This design comes from an exercise in tuning for small area, a short achievable clock period and few clock cycles per item on the open sky130 flow, not from production work.
No functional check of the RTL was part of any run shown here.
Power and IR drop assume default switching activity.

==> flow/design.v <==
package mars_pkg;
  localparam int StackBytesDef = 256;
  localparam logic [2:0] OP_READ  = 3'd0;
  localparam logic [2:0] OP_WRITE = 3'd1;
  localparam logic [2:0] OP_EA    = 3'd2;
  localparam logic [2:0] OP_PUSH  = 3'd3;
  localparam logic [2:0] OP_POP   = 3'd4;
  localparam logic [2:0] REG_BX = 3'd3;
  localparam logic [2:0] REG_SP = 3'd4;
  localparam logic [2:0] REG_BP = 3'd5;
  localparam logic [2:0] REG_SI = 3'd6;
  localparam logic [2:0] REG_DI = 3'd7;
  localparam logic [1:0] MOD_NODISP = 2'd0;
  localparam logic [1:0] MOD_DISP8  = 2'd1;
  localparam logic [1:0] MOD_DISP16 = 2'd2;
  localparam logic [1:0] MOD_REG    = 2'd3;
  localparam logic [2:0] RM_DIRECT = 3'b110;
endpackage
module mars_dp (
  input  logic        clk_i,
  input  logic        rst_ni,
  input  logic        clr_i,
  input  logic        vb_i,
  input  logic        take_i,
  input  logic [2:0]  op_i,
  input  logic [2:0]  reg_i,
  input  logic        wide_i,
  input  logic [15:0] value_i,
  input  logic [1:0]  mode_i,
  input  logic [2:0]  rm_i,
  input  logic [7:0]  disp_lo_i,
  input  logic [7:0]  disp_hi_i,
  output logic [15:0] read_data_o,
  output logic [15:0] address_o,
  output logic        is_register_o,
  output logic [1:0]  disp_bytes_o,
  output logic        stack_fault_o
);
  logic        direct_a, eareg_a, ea_a;
  assign ea_a     = (op_i == mars_pkg::OP_EA);
  assign direct_a = (mode_i == mars_pkg::MOD_NODISP) && (rm_i == mars_pkg::RM_DIRECT);
  assign eareg_a  = (mode_i == mars_pkg::MOD_REG);
  logic        rd_q, ea_q, push_q, pop_q;
  logic [7:0]  wrh_q, wrl_q;
  logic [2:0]  sel_q;
  logic        wide_q, hib_q;
  logic [15:0] dat_q;
  logic        add_q, isr_q;
  logic [1:0]  db_q;
  always_ff @(posedge clk_i) begin
    rd_q    <= (op_i == mars_pkg::OP_READ);
    for (int i = 0; i < 8; i++) begin
      wrh_q[i] <= take_i && op_i == mars_pkg::OP_WRITE &&
                  (wide_i ? reg_i : {1'b0, reg_i[1:0]}) == 3'(i) && (wide_i || reg_i[2]);
      wrl_q[i] <= take_i && op_i == mars_pkg::OP_WRITE &&
                  (wide_i ? reg_i : {1'b0, reg_i[1:0]}) == 3'(i) && (wide_i || !reg_i[2]);
    end
    ea_q    <= ea_a;
    push_q  <= (op_i == mars_pkg::OP_PUSH);
    pop_q   <= (op_i == mars_pkg::OP_POP);
    sel_q   <= ea_a ? rm_i : wide_i ? reg_i : {1'b0, reg_i[1:0]};
    wide_q  <= wide_i;
    hib_q   <= reg_i[2];
    add_q   <= ea_a && !eareg_a && !direct_a;
    isr_q   <= ea_a && eareg_a;
    if (!ea_a) begin
      dat_q  <= wide_i ? value_i : {value_i[7:0], value_i[7:0]};
      db_q   <= 2'd0;
    end else if (eareg_a) begin
      dat_q  <= 16'd0;
      db_q   <= 2'd0;
    end else if (direct_a || mode_i == mars_pkg::MOD_DISP16) begin
      dat_q  <= {disp_hi_i, disp_lo_i};
      db_q   <= 2'd2;
    end else if (mode_i == mars_pkg::MOD_DISP8) begin
      dat_q  <= {{8{disp_lo_i[7]}}, disp_lo_i};
      db_q   <= 2'd1;
    end else begin
      dat_q  <= 16'd0;
      db_q   <= 2'd0;
    end
  end
  logic [15:0] rf_q [8];
  logic        is_push, is_pop;
  logic [2:0]  base_sel;
  logic [15:0] rv, base, idx;
  logic [15:0] sp;
  logic        sp_hi_zero, sp_le_top, sp_ge_n, sp_pop_fits;
  logic        push_ok, pop_ok, fault_b;
  logic [7:0]  sp_m1, sp_m2, sp_p1, sp_dn;
  logic [8:0]  sp_up;
  logic        a0_b;
  logic [6:0]  ie_b, io_b;
  assign is_push = vb_i & push_q;
  assign is_pop  = vb_i & pop_q;
  assign rv = rf_q[sel_q];
  assign sp          = rf_q[mars_pkg::REG_SP];
  assign sp_hi_zero  = (sp[15:9] == 7'd0);
  assign sp_le_top   = sp_hi_zero & (~sp[8] | (sp[7:0] == 8'd0));
  assign sp_ge_n     = (sp[15:1] != 15'd0) | (sp[0] & ~wide_q);
  assign sp_pop_fits = sp_hi_zero & ~sp[8] & ~(wide_q & (sp[7:0] == 8'hFF));
  assign push_ok     = is_push & sp_le_top & sp_ge_n;
  assign pop_ok      = is_pop & sp_pop_fits;
  assign fault_b     = (push_q & ~(sp_le_top & sp_ge_n)) | (pop_q & ~sp_pop_fits);
  assign sp_m1       = sp[7:0] - 8'd1;
  assign sp_m2       = sp[7:0] - 8'd2;
  assign sp_p1       = sp[7:0] + 8'd1;
  assign sp_dn       = wide_q ? sp_m2 : sp_m1;
  assign sp_up       = {1'b0, sp[7:0]} + {7'd0, wide_q, ~wide_q};
  always_comb begin
    if (push_q && wide_q) begin
      a0_b = sp[0];
      ie_b = sp_m1[7:1];
      io_b = sp_m2[7:1];
    end else if (push_q) begin
      a0_b = ~sp[0];
      ie_b = sp[7:1];
      io_b = sp_m1[7:1];
    end else begin
      a0_b = sp[0];
      ie_b = sp_p1[7:1];
      io_b = sp[7:1];
    end
  end
  logic [7:0] sp_hi_new, sp_lo_new;
  logic       sp_move;
  assign sp_move   = push_ok | pop_ok;
  assign sp_hi_new = {7'd0, pop_ok & sp_up[8]};
  assign sp_lo_new = push_ok ? sp_dn : sp_up[7:0];
  always_ff @(posedge clk_i) begin
    for (int i = 0; i < 8; i++) begin
      if (3'(i) == mars_pkg::REG_SP) begin
        if (clr_i || wrl_q[i] || sp_move) begin
          rf_q[i][15:8] <= clr_i ? 8'd1 : (wrl_q[i] ? dat_q[15:8] : sp_hi_new);
          rf_q[i][7:0]  <= clr_i ? 8'd0 : (wrl_q[i] ? dat_q[7:0] : sp_lo_new);
        end
      end else begin
        if (clr_i || wrh_q[i]) begin
          rf_q[i][15:8] <= clr_i ? 8'd0 : dat_q[15:8];
        end
        if (clr_i || wrl_q[i]) begin
          rf_q[i][7:0] <= clr_i ? 8'd0 : dat_q[7:0];
        end
      end
    end
  end
  always_comb begin
    case (sel_q)
      3'd0, 3'd1, 3'd7: base_sel = mars_pkg::REG_BX;
      3'd2, 3'd3, 3'd6: base_sel = mars_pkg::REG_BP;
      3'd4:             base_sel = mars_pkg::REG_SI;
      default:          base_sel = mars_pkg::REG_DI;
    endcase
  end
  assign base = rf_q[base_sel];
  assign idx  = sel_q[2] ? 16'd0 : (sel_q[0] ? rf_q[mars_pkg::REG_DI] : rf_q[mars_pkg::REG_SI]);
  logic [15:0] x_b, y_b, base_a, idx_a, ea_s, ea_k;
  assign base_a = add_q ? base : 16'd0;
  assign idx_a  = add_q ? idx : 16'd0;
  assign ea_s   = base_a ^ idx_a ^ dat_q;
  assign ea_k   = (base_a & idx_a) | (base_a & dat_q) | (idx_a & dat_q);
  assign y_b    = ea_q ? {ea_k[14:0], 1'b0} : 16'd0;
  always_comb begin
    if (push_q) begin
      x_b = a0_b ? {dat_q[7:0], dat_q[15:8]} : dat_q;
    end else if (ea_q) begin
      x_b = ea_s;
    end else if (rd_q) begin
      x_b = wide_q ? rv : hib_q ? {8'd0, rv[15:8]} : {8'd0, rv[7:0]};
    end else begin
      x_b = 16'd0;
    end
  end
  logic [15:0] x_c, y_c, z_c;
  logic [1:0]  db_c;
  logic        isr_c, flt_c, pop_c, wide_c, a0_c, ea_c, rd_c;
  logic [7:0]  weh_e_c, weh_o_c;
  logic [6:0]  ie_c, io_c;
  always_ff @(posedge clk_i or negedge rst_ni) begin
    if (!rst_ni) begin
      x_c <= 16'd0;
    end else begin
      x_c <= x_b;
    end
  end
  always_ff @(posedge clk_i) begin
    y_c    <= y_b;
    db_c   <= db_q;
    isr_c  <= isr_q;
    flt_c  <= fault_b;
    pop_c  <= pop_ok;
    wide_c <= wide_q;
    ea_c   <= ea_q;
    rd_c   <= rd_q;
    a0_c   <= a0_b;
    ie_c   <= ie_b;
    io_c   <= io_b;
    weh_e_c <= (push_ok & (~a0_b | wide_q)) ? 8'(1) << ie_b[6:4] : 8'd0;
    weh_o_c <= (push_ok & (a0_b | wide_q)) ? 8'(1) << io_b[6:4] : 8'd0;
  end
  logic [1023:0] bank_e, bank_o;
  logic [7:0]  grp_e, grp_o;
  logic [15:0] row_e, row_o;
  assign grp_e = weh_e_c | {8{clr_i}};
  assign grp_o = weh_o_c | {8{clr_i}};
  assign row_e = (16'(1) << ie_c[3:0]) | {16{clr_i}};
  assign row_o = (16'(1) << io_c[3:0]) | {16{clr_i}};
  for (genvar i = 0; i < 128; i++) begin : g_stack
    always_ff @(posedge clk_i) begin
      if (grp_e[i / 16] && row_e[i % 16]) begin
        bank_e[8*i +: 8] <= x_c[7:0];
      end
      if (grp_o[i / 16] && row_o[i % 16]) begin
        bank_o[8*i +: 8] <= x_c[15:8];
      end
    end
  end
  assign z_c = x_c + y_c;
  logic [1:0] db_d;
  logic       isr_d, flt_d, rsel_d, asel_d, hien_d, a0_d, ie6_d, io6_d;
  logic [7:0] e0_d, e1_d, o0_d, o1_d;
  always_ff @(posedge clk_i) begin
    db_d   <= db_c;
    isr_d  <= isr_c;
    flt_d  <= flt_c;
    rsel_d <= rd_c | pop_c;
    asel_d <= ea_c;
    hien_d <= ~pop_c | wide_c;
    a0_d   <= pop_c & a0_c;
    ie6_d  <= pop_c & ie_c[6];
    io6_d  <= pop_c & io_c[6];
    e0_d   <= pop_c ? bank_e[8*ie_c[5:0] +: 8] : z_c[7:0];
    o0_d   <= pop_c ? bank_o[8*io_c[5:0] +: 8] : z_c[15:8];
    e1_d   <= bank_e[512 + 8*ie_c[5:0] +: 8];
    o1_d   <= bank_o[512 + 8*io_c[5:0] +: 8];
  end
  logic [7:0]  rd_e, rd_o;
  logic [15:0] res_d;
  assign rd_e  = ie6_d ? e1_d : e0_d;
  assign rd_o  = io6_d ? o1_d : o0_d;
  assign res_d = {hien_d ? (a0_d ? rd_e : rd_o) : 8'd0, a0_d ? rd_o : rd_e};
  always_ff @(posedge clk_i) begin
    read_data_o   <= rsel_d ? res_d : 16'd0;
    address_o     <= asel_d ? res_d : 16'd0;
    is_register_o <= isr_d;
    disp_bytes_o  <= db_d;
    stack_fault_o <= flt_d;
  end
endmodule
module mars_ctrl (
  input  logic clk_i,
  input  logic rst_ni,
  input  logic start,
  output logic busy,
  output logic clr_o,    
  output logic vb_o,     
  output logic take_o,   
  output logic done_o
);
  logic rdy_q, rdy2_q, vb_q, vc_q, vd_q, done_q;
  always_ff @(posedge clk_i or negedge rst_ni) begin
    if (!rst_ni) begin
      rdy_q  <= 1'b0;
      rdy2_q <= 1'b0;
      vb_q   <= 1'b0;
      vc_q   <= 1'b0;
      vd_q   <= 1'b0;
      done_q <= 1'b0;
    end else begin
      rdy_q  <= 1'b1;
      rdy2_q <= rdy_q;
      vb_q   <= take_o;
      vc_q   <= vb_q;
      vd_q   <= vc_q;
      done_q <= vd_q;
    end
  end
  assign busy   = ~rdy2_q;
  assign clr_o  = ~rdy_q;
  assign take_o = start & rdy2_q;
  assign vb_o   = vb_q;
  assign done_o = done_q;
endmodule
module modrm_address_register_stack_unit (
  input  logic        clk_i,
  input  logic        rst_ni,
  input  logic        start,
  output logic        busy,
  input  logic [2:0]  op_i,
  input  logic [2:0]  reg_i,
  input  logic        wide_i,
  input  logic [15:0] value_i,
  input  logic [1:0]  mode_i,
  input  logic [2:0]  rm_i,
  input  logic [7:0]  disp_lo_i,
  input  logic [7:0]  disp_hi_i,
  output logic        done_o,
  output logic [15:0] read_data_o,
  output logic [15:0] address_o,
  output logic        is_register_o,
  output logic [1:0]  disp_bytes_o,
  output logic        stack_fault_o
);
  logic clr, vb, take;
  mars_ctrl u_ctrl (
    .clk_i  (clk_i),
    .rst_ni (rst_ni),
    .start  (start),
    .busy   (busy),
    .clr_o  (clr),
    .vb_o   (vb),
    .take_o (take),
    .done_o (done_o)
  );
  mars_dp u_dp (
    .clk_i         (clk_i),
    .rst_ni        (rst_ni),
    .clr_i         (clr),
    .vb_i          (vb),
    .take_i        (take),
    .op_i          (op_i),
    .reg_i         (reg_i),
    .wide_i        (wide_i),
    .value_i       (value_i),
    .mode_i        (mode_i),
    .rm_i          (rm_i),
    .disp_lo_i     (disp_lo_i),
    .disp_hi_i     (disp_hi_i),
    .read_data_o   (read_data_o),
    .address_o     (address_o),
    .is_register_o (is_register_o),
    .disp_bytes_o  (disp_bytes_o),
    .stack_fault_o (stack_fault_o)
  );
endmodule
==> flow/flow/run.sh <==
#!/bin/bash
set -euo pipefail
bash standard.sh \
  MATCH_CELL_FOOTPRINT=0 \
  "BUFFER_PORTS_ARGS=-buffer_cell sky130_fd_sc_hd__buf_4" \
  finish > standard_flow.log 2>&1
==> flow/standard.sh <==
#!/bin/bash
# synth_recipe.tcl (not shown) runs the flow's synth.tcl, then flattens the netlist and writes it again
# the make line also repeats each setting of config.mk as NAME=value (left out here)
make -C /OpenROAD-flow-scripts/flow DESIGN_CONFIG=/design/flow/config.mk WORK_HOME=/design/flow/orfs CLKGATE_MAP_FILE= SYNTH_SCRIPT=/design/flow/synth_recipe.tcl "${@:-finish}"
==> flow/config.mk <==
export PLATFORM = sky130hd
export DESIGN_NAME = modrm_address_register_stack_unit
export DESIGN_NICKNAME = modrm_address_register_stack_unit
export VERILOG_FILES = /design/flow/design.v
export SDC_FILE = /design/flow/constraint.sdc
export NUM_CORES = 4
export LEC_CHECK = 0
export CAP_MARGIN = 20
export CORE_MARGIN = 2
export CORE_UTILIZATION = 55
export CTS_CLUSTER_DIAMETER = 80
export CTS_CLUSTER_SIZE = 25
export SETUP_SLACK_MARGIN = 5
export SLEW_MARGIN = 20
==> flow/constraint.sdc <==
create_clock -name core_clock -period 8.0 [get_ports {clk_i}]
set_input_delay 1.6000 -clock core_clock [delete_from_list [all_inputs] [get_ports {clk_i}]]
set_output_delay 1.6000 -clock core_clock [all_outputs]
set_load 0.01 [all_outputs]
==> flow_summary_export.csv, run 1 <==
group,metric,value,unit
place,hpwlAfterDp,145000,um
logic_synthesis,syn-num-nets,4830,
logic_synthesis,async_flop_share,0.927,%
global_routing,grt_pass1_vias,45793,
outcome,status,"no timing/DRC/antenna violations",
logic_synthesis,synth-main-ff-cell,"edfxtp_1",
final_layout,seqCellArea,69500,um2
logic_synthesis,ys_ff_latch,2374,
drt,drt_iter0_markers,5986,
sta,layout_min_cycle_time,3070,ps
drt,drc,0,
setup_path,worst_ep_arrival_time,3520,ps
drt,vias,46512,
worst_hold_path,worstHoldStart,"u_dp.db_q[0]",
clocking,cts_hold_buf,0,
setup_path,slowest_delay,1050,ps
drt,drt-total-wl,236000,um
setup_path,r2r_start,"u_dp.ie_c[1]",
sta,slew_headroom,9.02,%
final_layout,post-route-util,60.5,%
power_and_ir_drop,p_per_area,254,nW/um2
global_routing,antenna_found_initial,6,
die,die_w,415,um
sta,finClkSkew,29.1,ps
global_routing,gr-usage-all-layers,27.4,%
die,fp.coreArea,168000,um2
logic_synthesis,synth_area,93000,um2
setup_path,rr_worst_depth,4,
sta,tightest_slew,1360,ps
logic_synthesis,ys_seq_area_share,74.6,%
final_layout,syn_to_final_growth,8.96,%
final_layout,drive_gt1_share,24.7,%
logic_synthesis,avgSynthCellArea,19.6,um2
sta,fmax,0.326,GHz
logic_synthesis,synth_cell_type_count,77,
worst_hold_path,holdPathEnd,"u_dp.db_c[0]",
drt,viasPerCell,6.53,
run,maxCapViolCount,0,
clocking,tritoncts,"yes",
setup_path,path_buf_inv,1,
setup_path,r2r_end,"u_dp.bank_e[104]",
final_layout,final_common_cell,"edfxtp_1",
drt,wl_per_cell,33.2,um
sta,rsz0062_at_grt,"true",
sta,setup_viol,0,
setup_path,worst_ep_required_time,8440,ps
setup_path,worstPathCellList,"buf_8 -> nor2b_1 -> a21oi_2 -> nor2_2",
final_layout,fin_nets,4909,
place,place_congestion,0.913,
clocking,clock_sinks,2374,
logic_synthesis,syn_inst,4744,
setup_path,path_delay_family,"compound AO/OA/AOI/OAI gates",
final_layout,final_cell_mix,"2176 x edfxtp_1, 585 x mux4_2, 302 x nor2_1",
clocking,htreeDepth,3,
setup_path,path_class,"register to register",
drt,drtAntennaViolNets,0,
setup_path,endpoint_kind,"register",
clocking,cts_max_path_buffers,3,
worst_hold_path,whs_path_depth,0,
global_routing,gr-total-overflow,0,
clocking,cts_buffers,119,
final_layout,fillers,11964,
logic_synthesis,synth-edff-count,2176,
logic_synthesis,yosys_warnings,3,
die,fp.dieH,415,um
power_and_ir_drop,max-vdd-ir-drop,0.218,mV
die,die-area,172000,um2
setup_path,start_kind,"register",
die,io_pins,85,
clocking,cts_root_buf,"clkbuf_16",
sta,finalSetupTns,0,ps
worst_hold_path,hold_class,"register to register",
setup_path,worst-r2r-setup-slack,4930,ps
drt,drtPass1Iterations,6,
final_layout,diodes,0,
logic_synthesis,yosysTopAreaCell,"edfxtp_1",
final_layout,multiInputGateArea,22800,um2
sta,finalHoldViolCount,0,
power_and_ir_drop,p_leak,33.5,nW
setup_path,cp_slowest_cell,"a21oi_2",
logic_synthesis,synth_area_leaders,"edfxtp_1 70%, mux4_2 14%, dfxtp_1 3.8%, nor2_1 1.7%, mux2i_1 1.1%",
die,initial_core_util,55.5,%
global_routing,grt_pass1_wl,338000,um
clocking,clkTransAtPathRegs,90,ps
place,port_buffers,84,
global_routing,grt_max_degree,102,
clocking,insertion_delay,790,ps
setup_path,crit_fanout,48,
die,row_count,150,
logic_synthesis,yosysTopAreaCellShare,70.2,%
sta,period_share,38.4,%
sta,slew_viol_final,0,
state kept, by name, indices dropped and copies added (netlist names), 8 cells and up:
name              cells
u_dp.rf_q           128
u_dp.weh_o_c          8
u_dp.read_data_o     16
u_dp.dat_q           16
u_dp.bank_e        1024
u_dp.x_c             16
u_dp.weh_e_c          8
u_dp.wrl_q            8
u_dp.address_o       16
u_dp.o1_d             8
u_dp.e0_d             8
u_dp.bank_o        1024
u_dp.o0_d             8
u_dp.e1_d             8
u_dp.y_c             15
logic make-up (layout without fill, tap and decap cells):
group | Yosys count | count (layout) | synth area share, %
compound gates | 411 | 411 | 3.02
xor+xnor | 27 | 27 | 0.262
fa+ha+maj | 39 | 39 | 0.662
buf+inv | 295 | 475 | 1.54
flops | 2374 | 2374 | 74.6
mux | 722 | 722 | 15.7
other cells | 1 | 1 | 0.00403
simple gates | 875 | 875 | 4.24
cell type report:
class | instances | area share, %
Sequential cell | 2374 | 68.6
Multi-Input combinational cell | 2075 | 22.5
Clock buffer | 164 | 3.21
Tap cell | 2204 | 2.72
Timing Repair Buffer | 219 | 2.18
Clock inverter | 58 | 0.718
Inverter | 33 | 0.128
Timing Repair inverter | 1 | 0.00494
stage by stage:
stage	hold slack [ps]	total power, W	cell area (um2)	setup WS [ps]	instances
2_1_floorplan	310	0.0173	93100	5030	4744
3_3_place_gp	312	0.0187	96000	4140	6856
3_5_place_dp	314	0.0187	96100	4220	6859
4_1_cts	330	0.0259	101000	4920	7105
5_1_grt	336	0.0266	101000	4900	7128
6_report	332	0.0258	101000	4930	7128
worst register-to-register path: stages, from the launching register on:
cell and delay, ps:
dfxtp_4 610, buf_8 460, nor2b_1 280, a21oi_2 1050, nor2_2 340
power breakdown:
part / internal [W] / switching, W
logic: 0.00146 / 0.00213
registers: 0.0146 / 0.000405
clock network: 0.00319 / 0.00402
per-layer routing:
metal / GRT usage, % / vias up / routed length (um)
met5: 0 / - / 12
li1: - / 19347 / -
met2: 43.3 / 2034 / 114000
met1: 40.6 / 24801 / 98300
met4: 7.78 / 2 / 7480
met3: 3.56 / 328 / 16500
worst max-delay path by stage:
| stage | cells after the start | from | endpoint |
|---|---|---|---|
| 2_1_floorplan | 7 | u_dp.x_c[3] | u_dp.o0_d[5] |
| 3_3_place_gp | 5 | u_ctrl.rdy_q | u_dp.bank_e[948] |
| 3_5_place_dp | 9 | u_dp.sel_q[2] | u_dp.x_c[0] |
| 4_1_cts | 5 | u_dp.io_c[2] | u_dp.bank_o[750] |
| 5_1_grt | 8 | u_dp.sel_q[0] | u_dp.x_c[0] |
| 6_report | 4 | u_dp.ie_c[1] | u_dp.bank_e[104] |
Yosys cell counts (all sizes together) (19+ instances only):
master and number:
nor2 431, nand2b 28, a21oi 91, nand2 173, a31oi 36, mux2 31, a211oi 31, nand3 32
o21ai 41, clkbuf 106, mux2i 106, buf 156, nor2b 46, nand4 20, and3 23, o211ai 25
a221oi 20, ha 22, edfxtp 2176, dfxtp 176, xnor2 19, a22oi 65, inv 29, mux4 585
dfrtp 22, and2 66
what timing repair did:
item                                    4_1_cts  5_1_grt
gates resized for setup                     125       65
pin swaps                                     0        2
endpoints found under the hold margin         0        0
endpoints found under the setup margin     2044      787
cloned                                        6        0
setup buffers                                18       22
==> run 2: changes to the inputs <==
--- a/flow/design.v
+++ b/flow/design.v
@@ -176,4 +176,5 @@
   logic        isr_c, flt_c, pop_c, wide_c, a0_c, ea_c, rd_c;
   logic [7:0]  weh_e_c, weh_o_c;
+  logic [15:0] wel_e_c, wel_o_c;
   logic [6:0]  ie_c, io_c;
   always_ff @(posedge clk_i or negedge rst_ni) begin
@@ -198,4 +199,6 @@
     weh_e_c <= (push_ok & (~a0_b | wide_q)) ? 8'(1) << ie_b[6:4] : 8'd0;
     weh_o_c <= (push_ok & (a0_b | wide_q)) ? 8'(1) << io_b[6:4] : 8'd0;
+    wel_e_c <= 16'(1) << ie_b[3:0];
+    wel_o_c <= 16'(1) << io_b[3:0];
   end
   logic [1023:0] bank_e, bank_o;
@@ -204,6 +207,6 @@
   assign grp_e = weh_e_c | {8{clr_i}};
   assign grp_o = weh_o_c | {8{clr_i}};
-  assign row_e = (16'(1) << ie_c[3:0]) | {16{clr_i}};
-  assign row_o = (16'(1) << io_c[3:0]) | {16{clr_i}};
+  assign row_e = wel_e_c | {16{clr_i}};
+  assign row_o = wel_o_c | {16{clr_i}};
   for (genvar i = 0; i < 128; i++) begin : g_stack
     always_ff @(posedge clk_i) begin
==> run 2 against run 1 <==
  * Still clean on timing, DRC and antenna
  * Die area grew 1.7%
  * Total power grew 1.9%
  * Fmax grew 1.5%
  * Non-clock buffer count shrank 53
  * Critical endpoint is now u_dp.weh_e_c[7]
==> flow_summary_export.csv, run 2 <==
group,metric,value,unit
outcome,status,"no timing/DRC/antenna violations",
setup_path,path_class,"register to register",
drt,drt-total-wl,237000,um
place,place_congestion,0.858,
die,fp.dieH,419,um
setup_path,endpoint_kind,"register",
final_layout,fin_area,102000,um2
clocking,cts_root_buf,"clkbuf_16",
power_and_ir_drop,pwr-share-comb,12.4,%
place,port_buffers,84,
setup_path,cp_slowest_cell,"or4_4",
sta,period_share,37.8,%
power_and_ir_drop,switching_share,24.9,%
logic_synthesis,ys_ff_latch,2406,
die,die-area,175000,um2
clocking,cts_max_path_buffers,3,
logic_synthesis,yosys_warnings,3,
logic_synthesis,synth_top_family_by_area,"multiplexers",
sta,slew_viol_final,0,
sta,tightest_slew,1080,ps
sta,rsz0062_at_grt,"true",
setup_path,crit_fanout,6,
setup_path,worstPathCellList,"or4_4 -> nor4_2 -> o21ai_1 -> nor2_1 -> nand2_1 -> nor2_1",
setup_path,r2r_end,"u_dp.weh_e_c[7]",
global_routing,grt_pass1_wl,340000,um
global_routing,gr-usage-all-layers,27.2,%
power_and_ir_drop,switching_power,0.00653,W
sta,fmax,0.331,GHz
logic_synthesis,syn_inst,5103,
power_and_ir_drop,p_per_area,257,nW/um2
global_routing,grt_pass1_vias,46607,
place,hpwlAfterDp,143000,um
logic_synthesis,yosysTopAreaCell,"edfxtp_1",
global_routing,gr-total-overflow,0,
final_layout,drive_gt1_share,19.9,%
logic_synthesis,synth_cell_type_count,78,
clocking,clock_sinks,2406,
clocking,tritoncts,"yes",
final_layout,syn_to_final_growth,8.20,%
power_and_ir_drop,p_leak,35.3,nW
die,initial_core_util,55.2,%
logic_synthesis,synthAdderAreaFrac,0.651,%
setup_path,endpoint,"u_dp.weh_e_c[7]",
sta,slew_headroom,27.7,%
setup_path,cp_common_cell,"nor2_1",
die,fp.coreArea,171000,um2
drt,wl_per_cell,31.7,um
drt,drtPass1Iterations,6,
drt,drtAntennaViolNets,0,
drt,vias,47249,
place,place_area,97300,um2
logic_synthesis,ys_seq_area_share,74.0,%
final_layout,final_cell_mix,"2176 x edfxtp_1, 642 x nand2_1, 569 x mux4_2",
logic_synthesis,syn-num-nets,5189,
clocking,cts_buffers,132,
clocking,clkTransAtPathRegs,100,ps
final_layout,fin_nets,5159,
logic_synthesis,avgSynthCellArea,18.5,um2
setup_path,r2r_start,"u_dp.rf_q[4][11]",
logic_synthesis,synth-edff-count,2176,
logic_synthesis,synth_area_leaders,"edfxtp_1 69%, mux4_2 14%, dfxtp_1 4.4%, nand2_1 2.5%, mux2i_1 1.5%",
run,maxCapViolCount,0,
global_routing,grt_max_degree,156,
sta,layout_min_cycle_time,3030,ps
logic_synthesis,async_flop_share,0.914,%
drt,viasPerCell,6.32,
sta,finClkSkew,31.4,ps
clocking,htreeDepth,4,
logic_synthesis,synth-main-ff-cell,"edfxtp_1",
die,die_w,419,um
setup_path,crit_start,"u_dp.rf_q[4][11]",
final_layout,largestRegisters,"u_dp.bank_e x1024, u_dp.bank_o x1024, u_dp.rf_q x128",
logic_synthesis,synthXorXnorAreaFrac,0.259,%
drt,drc,0,
logic_synthesis,synth_common_cells,"2176 x edfxtp_1, 642 x nand2_1, 569 x mux4_2",
power_and_ir_drop,pwr-share-clk,29.1,%
power_and_ir_drop,intPower,0.0197,W
setup_path,start_kind,"register",
power_and_ir_drop,max-vdd-ir-drop,0.254,mV
final_layout,final_common_cell,"edfxtp_1",
logic_synthesis,synth_compound_area_share,2.75,%
drt,drt_iter0_markers,5019,
die,io_pins,85,
setup_path,slowest_delay,570,ps
clocking,insertion_delay,820,ps
setup_path,rr_worst_depth,6,
setup_path,worst-r2r-setup-slack,4970,ps
logic_synthesis,synthSimpleGateAreaFrac,5.36,%
setup_path,worst_ep_arrival_time,3720,ps
sta,finalHoldViolCount,0,
logic_synthesis,synthMuxAreaShare,15.3,%
logic_synthesis,yosysTopAreaCellShare,69.1,%
sta,setup_viol,0,
logic_synthesis,yosys.cell_count.top_type,"edfxtp_1",
power_and_ir_drop,pwr-share-seq,58.5,%
setup_path,worst_ep_required_time,8700,ps
logic_synthesis,synth_area,94600,um2
sta,finalSetupTns,0,ps
die,row_count,152,
worst_hold_path,hold_class,"register to register",
global_routing,antenna_found_initial,3,
run 2: final cells by class:
| cell class | instances | area (um2) |
|---|---|---|
| Sequential cell | 2406 | 70200 |
| Fill cell | 12478 | 69000 |
| Multi-Input combinational cell | 2327 | 23100 |
| Clock buffer | 165 | 3610 |
| Tap cell | 2310 | 2890 |
| Timing Repair Buffer | 166 | 1770 |
| Clock inverter | 67 | 698 |
| Inverter | 40 | 154 |
| Antenna cell | 1 | 2.50 |
run 2: through the flow:
| stage | hold WS [ps] | setup slack, ps | instances | total power, W | utilization [%] |
|---|---|---|---|---|---|
| finish | 329 | 4970 | 7482 | 0.0263 | 59.7 |
| global route | 336 | 4940 | 7481 | 0.0271 | 59.7 |
| CTS | 333 | 5010 | 7473 | 0.0264 | 59.6 |
| detailed placement | 312 | 4170 | 7218 | 0.0188 | 56.8 |
| global placement | 312 | 4200 | 7218 | 0.0188 | 56.8 |
| floorplan | 310 | 4940 | 5103 | 0.0176 | - |
run 2: kinds of logic after synthesis:
| logic type | Yosys count |
|---|---|
| adders and majority gates | 39 |
| AOI/OAI and AO/OA | 375 |
| other | 1 |
| DFF | 2406 |
| xor gates and xnor gates | 28 |
| buffers and inverters | 370 |
| and+or+nand+nor | 1149 |
| muxes | 735 |
run 2: power groups by stage:
stage / Combinational (W) / Clock (W) / Sequential [W]
floorplan: 0.00215 / 0 / 0.0154
global placement: 0.00308 / 0 / 0.0157
detailed placement: 0.00310 / 0 / 0.0157
CTS: 0.00328 / 0.00777 / 0.0154
global route: 0.00346 / 0.00817 / 0.0155
finish: 0.00326 / 0.00765 / 0.0154
run 2: what timing repair did:
item,in CTS,in global routing
pin swaps,1,0
resized for setup,36,14
cloned,4,1
buffers inserted,19,6
hold buffers,0,0
endpoints found under the setup margin,79,37
run 2: how the worst min path moves through the flow:
stage | startpoint | endpoint | slack (ps) | depth (start not counted)
2_1_floorplan | u_dp.ea_c | u_dp.asel_d | 310 | 0
3_3_place_gp | u_dp.isr_d | u_dp.is_register_o | 310 | 0
3_5_place_dp | u_dp.flt_d | u_dp.stack_fault_o | 310 | 0
4_1_cts | u_dp.db_d[0] | u_dp.disp_bytes_o[0] | 330 | 0
5_1_grt | u_dp.isr_d | u_dp.is_register_o | 340 | 0
6_report | u_dp.db_d[0] | u_dp.disp_bytes_o[0] | 330 | 0
run 2: metal layers:
| metal | track usage [%] | part of all wire [%] |
|---|---|---|
| met5 | 0 | 0.0055 |
| met4 | 8.25 | 3.2 |
| met3 | 3.31 | 6.0 |
| met2 | 44.8 | 50 |
| met1 | 38.6 | 41 |
run 2: worst max-delay path: cells and delay by family (launching register included):
family / cells / cell delay, ps
AND/OR/NAND/NOR: 5 / 2100
AO/OA/AOI/OAI: 1 / 370
flip-flops: 1 / 430
==> run 3: changes to the inputs <==
--- a/flow/design.v
+++ b/flow/design.v
@@ -175,4 +175,5 @@
   logic [1:0]  db_c;
   logic        isr_c, flt_c, pop_c, wide_c, a0_c, ea_c, rd_c;
+  logic        we_e_c, we_o_c;
   logic [7:0]  weh_e_c, weh_o_c;
   logic [15:0] wel_e_c, wel_o_c;
@@ -197,6 +198,8 @@
     ie_c   <= ie_b;
     io_c   <= io_b;
-    weh_e_c <= (push_ok & (~a0_b | wide_q)) ? 8'(1) << ie_b[6:4] : 8'd0;
-    weh_o_c <= (push_ok & (a0_b | wide_q)) ? 8'(1) << io_b[6:4] : 8'd0;
+    we_e_c  <= push_ok & (~a0_b | wide_q);
+    we_o_c  <= push_ok & (a0_b | wide_q);
+    weh_e_c <= 8'(1) << ie_b[6:4];
+    weh_o_c <= 8'(1) << io_b[6:4];
     wel_e_c <= 16'(1) << ie_b[3:0];
     wel_o_c <= 16'(1) << io_b[3:0];
@@ -205,6 +208,6 @@
   logic [7:0]  grp_e, grp_o;
   logic [15:0] row_e, row_o;
-  assign grp_e = weh_e_c | {8{clr_i}};
-  assign grp_o = weh_o_c | {8{clr_i}};
+  assign grp_e = (weh_e_c & {8{we_e_c}}) | {8{clr_i}};
+  assign grp_o = (weh_o_c & {8{we_o_c}}) | {8{clr_i}};
   assign row_e = wel_e_c | {16{clr_i}};
   assign row_o = wel_o_c | {16{clr_i}};
==> run 3 against run 2 <==
  * Still clean
  * Non-clock buffer count grew 44
  * Worst setup slack gained 22 ps
  * Global-route usage shrank 0.36 points
  * Die area shrank 1.1%
  * Fmax grew 0.73%
  * Flip-flop and latch count grew 2
  * Critical path depth shrank 3
  * Worst hold slack lost 10 ps
  * First-iteration DRC count grew 6.1%
  * Via count shrank 3.2%
  * Total power grew 1.2%
  * Count of clock-buffer cells in the layout grew 3
  * Largest power group unchanged
==> flow_summary_export.csv, run 3 <==
group,metric,value,unit
logic_synthesis,synth_common_cells,"2176 x edfxtp_1, 585 x mux4_2, 423 x nor2_1",
logic_synthesis,synth-edff-count,2176,
final_layout,drive_gt1_share,22.6,%
final_layout,final_common_cell,"edfxtp_1",
setup_path,crit_fanout,68,
outcome,status,"no timing/DRC/antenna violations",
drt,wl_per_cell,32.6,um
global_routing,gr-total-overflow,0,
drt,vias,45733,
sta,fmax,0.333,GHz
logic_synthesis,yosys_warnings,3,
sta,slew_headroom,22.8,%
final_layout,fin_nets,4899,
logic_synthesis,yosysTopAreaCellShare,69.8,%
sta,layout_min_cycle_time,3000,ps
global_routing,gr-usage-all-layers,26.9,%
global_routing,grt_max_degree,107,
logic_synthesis,yosysTopAreaCell,"edfxtp_1",
global_routing,grt_pass1_vias,45777,
global_routing,antenna_found_initial,6,
sta,finalHoldViolCount,0,
logic_synthesis,ys_seq_area_share,74.9,%
setup_path,endpoint_kind,"register",
sta,setup_viol,0,
power_and_ir_drop,p_leak,34.0,nW
clocking,insertion_delay,790,ps
logic_synthesis,yosys.cell_count.top_type,"edfxtp_1",
sta,tightest_slew,1150,ps
clocking,htreeDepth,4,
drt,drtPass1Iterations,6,
logic_synthesis,synth_cell_type_count,67,
place,place_congestion,0.862,
setup_path,start_kind,"register",
logic_synthesis,async_flop_share,0.914,%
power_and_ir_drop,max-vdd-ir-drop,0.241,mV
die,io_pins,85,
die,die-area,173000,um2
sta,finalSetupTns,0,ps
logic_synthesis,synth_area_leaders,"edfxtp_1 70%, mux4_2 14%, dfxtp_1 4.5%, nor2_1 1.7%, mux2i_1 1.1%",
worst_hold_path,hold_class,"register to register",
logic_synthesis,avgSynthCellArea,19.7,um2
final_layout,instances_no_fill,7133,
clocking,tritoncts,"yes",
clocking,cts_max_path_buffers,3,
drt,viasPerCell,6.41,
place,hpwlAfterDp,140000,um
sta,setup_slack,5000,ps
place,dp.cells,6855,
logic_synthesis,syn-num-nets,4838,
setup_path,worst_ep_required_time,8430,ps
die,fp.coreArea,169000,um2
final_layout,largestRegisters,"u_dp.bank_e x1024, u_dp.bank_o x1024, u_dp.rf_q x128",
drt,drt-total-wl,233000,um
die,die_w,416,um
setup_path,worst_ep_arrival_time,3430,ps
final_layout,final_cell_mix,"2176 x edfxtp_1, 585 x mux4_2, 422 x nor2_1",
clocking,cts_hold_buf,0,
drt,drt_iter0_markers,5326,
run,maxCapViolCount,0,
power_and_ir_drop,p_per_area,260,nW/um2
global_routing,grt_pass1_wl,333000,um
drt,drc,0,
place,dp_slack,4140,ps
sta,slew_viol_final,0,
sta,finClkSkew,29.3,ps
logic_synthesis,syn_inst,4752,
clocking,clock_sinks,2408,
clocking,cts_root_buf,"clkbuf_16",
drt,drtAntennaViolNets,0,
setup_path,path_class,"register to register",
place,port_buffers,84,
die,fp.dieH,416,um
logic_synthesis,synth-main-ff-cell,"edfxtp_1",
clocking,cts_buffers,133,
final_layout,syn_to_final_growth,9.13,%
logic_synthesis,ys_ff_latch,2408,
die,row_count,151,
sta,period_share,37.5,%
logic_synthesis,synth_area,93600,um2
die,initial_core_util,55.3,%
clocking,clkTransAtPathRegs,90,ps
sta,rsz0062_at_grt,"true",
## run 3: cell count changes after synthesis, moves of 14 or more
| cell | change |
|---|---|
| o211ai_1 | +14 |
| mux2i_1 | -37 |
| nor2b_1 | +26 |
| mux4_2 | +16 |
| a211oi_1 | -14 |
| nand3_1 | -14 |
| nand2_1 | -520 |
| nor2_1 | +213 |
| clkbuf_1 | -52 |
## run 3: worst paths after layout
check                        startpoint          endpoint  slack, ps  depth (start not counted)
min in group asynchronous        rst_ni       u_ctrl.vd_q        740                          1
hold / removal                u_dp.ea_c       u_dp.asel_d        320                          0
setup reg to reg           u_ctrl.rdy_q  u_dp.bank_o[490]       5000                          3
max in group asynchronous        rst_ni       u_dp.x_c[6]       6930                          1
setup / recovery           u_ctrl.rdy_q  u_dp.bank_o[490]       5000                          3
hold reg to reg               u_dp.ea_c       u_dp.asel_d        320                          0
## run 3: metal layers
layer / part of all wire, % / routed length, um / track usage (%)
met1: 41 / 95500 / 38.0
met5: 0.0060 / 14 / 0
met4: 3.6 / 8270 / 8.31
met3: 6.0 / 13900 / 3.47
met2: 49 / 115000 / 44.2
## run 3: critical path, cell delays in order (launching register included)
cell,delay [ps]
dfrtp_2,650
buf_4,650
nor2b_2,880
nor2_1,470
## run 3: final cells by class
type	instances	area, um2
diodes	3	7.51
clock buffers	168	3720
clock inverters	66	842
fillers	12029	67000
inverters	35	131
multi-input cells	2025	22200
flip-flops and latches	2408	70200
well taps	2218	2780
repair buffers	210	2190
## run 3: cells by family after synthesis
group	Yosys count	synth area share, %
simple gates	839	4.13
flops	2408	74.9
buf+inv	319	1.51
compound gates	393	2.90
mux	721	15.6
xor+xnor	32	0.300
fa+ha+maj	39	0.658
other cells	1	0.00401
## run 3: power breakdown
group | switching [W] | internal [W] | leakage [nW]
logic | 0.00201 | 0.00144 | 8.76
registers | 0.000396 | 0.0148 | 23.0
clock network | 0.00413 | 0.00383 | 2.21
total | 0.00654 | 0.0200 | 34.0
## run 3: repair_timing
action | in CTS | in global routing
setup buffers | 21 | 14
endpoints found under the setup margin | 382 | 128
pin swaps | 1 | 1
gates resized for setup | 37 | 11
cloned | 5 | 0
## run 3: per-stage QoR
| step | instance area, um2 | total power, W | hold slack [ps] | utilization [%] |
|---|---|---|---|---|
| floorplan | 93600 | 0.0175 | 310 | - |
| global route | 102000 | 0.0274 | 330 | 60.4 |
| detailed placement | 96600 | 0.0188 | 312 | 57.1 |
| finish | 102000 | 0.0266 | 318 | 60.4 |
| CTS | 102000 | 0.0267 | 324 | 60.2 |
| global placement | 96600 | 0.0187 | 310 | 57.1 |

-- what the ideal ports hide --
Ports are ideal in the flow. The routed layouts listed here were re-timed in OpenROAD. Step 1 (the two cells are an assumption about what drives the block):
set clk [get_ports {clk_i}]
set_driving_cell -lib_cell sky130_fd_sc_hd__clkbuf_16 $clk
set_driving_cell -lib_cell sky130_fd_sc_hd__buf_2 [delete_from_list [all_inputs] $clk]
Step 2 also shifts input and output timing later by t, the mid clock arrival at the registers, as if the neighbouring blocks saw the same clock. Three values: no drivers, after step 1, after step 2; two values: the first two.
run	t, ns	setup WS [ns]	worst data-port slew with drivers (ns)
run 1	0.869	4.929 / 4.929 / 4.322	0.07
run 2	0.884	4.975 / 4.975 / 4.578	0.05
run 3	0.863	4.997 / 4.985 / 4.458	0.05
After both steps setup and hold are still met in every run listed. For run 1, which loses most, drivers alone change the setup slack by 0.000 ns; drivers and shift together by -0.607 ns.
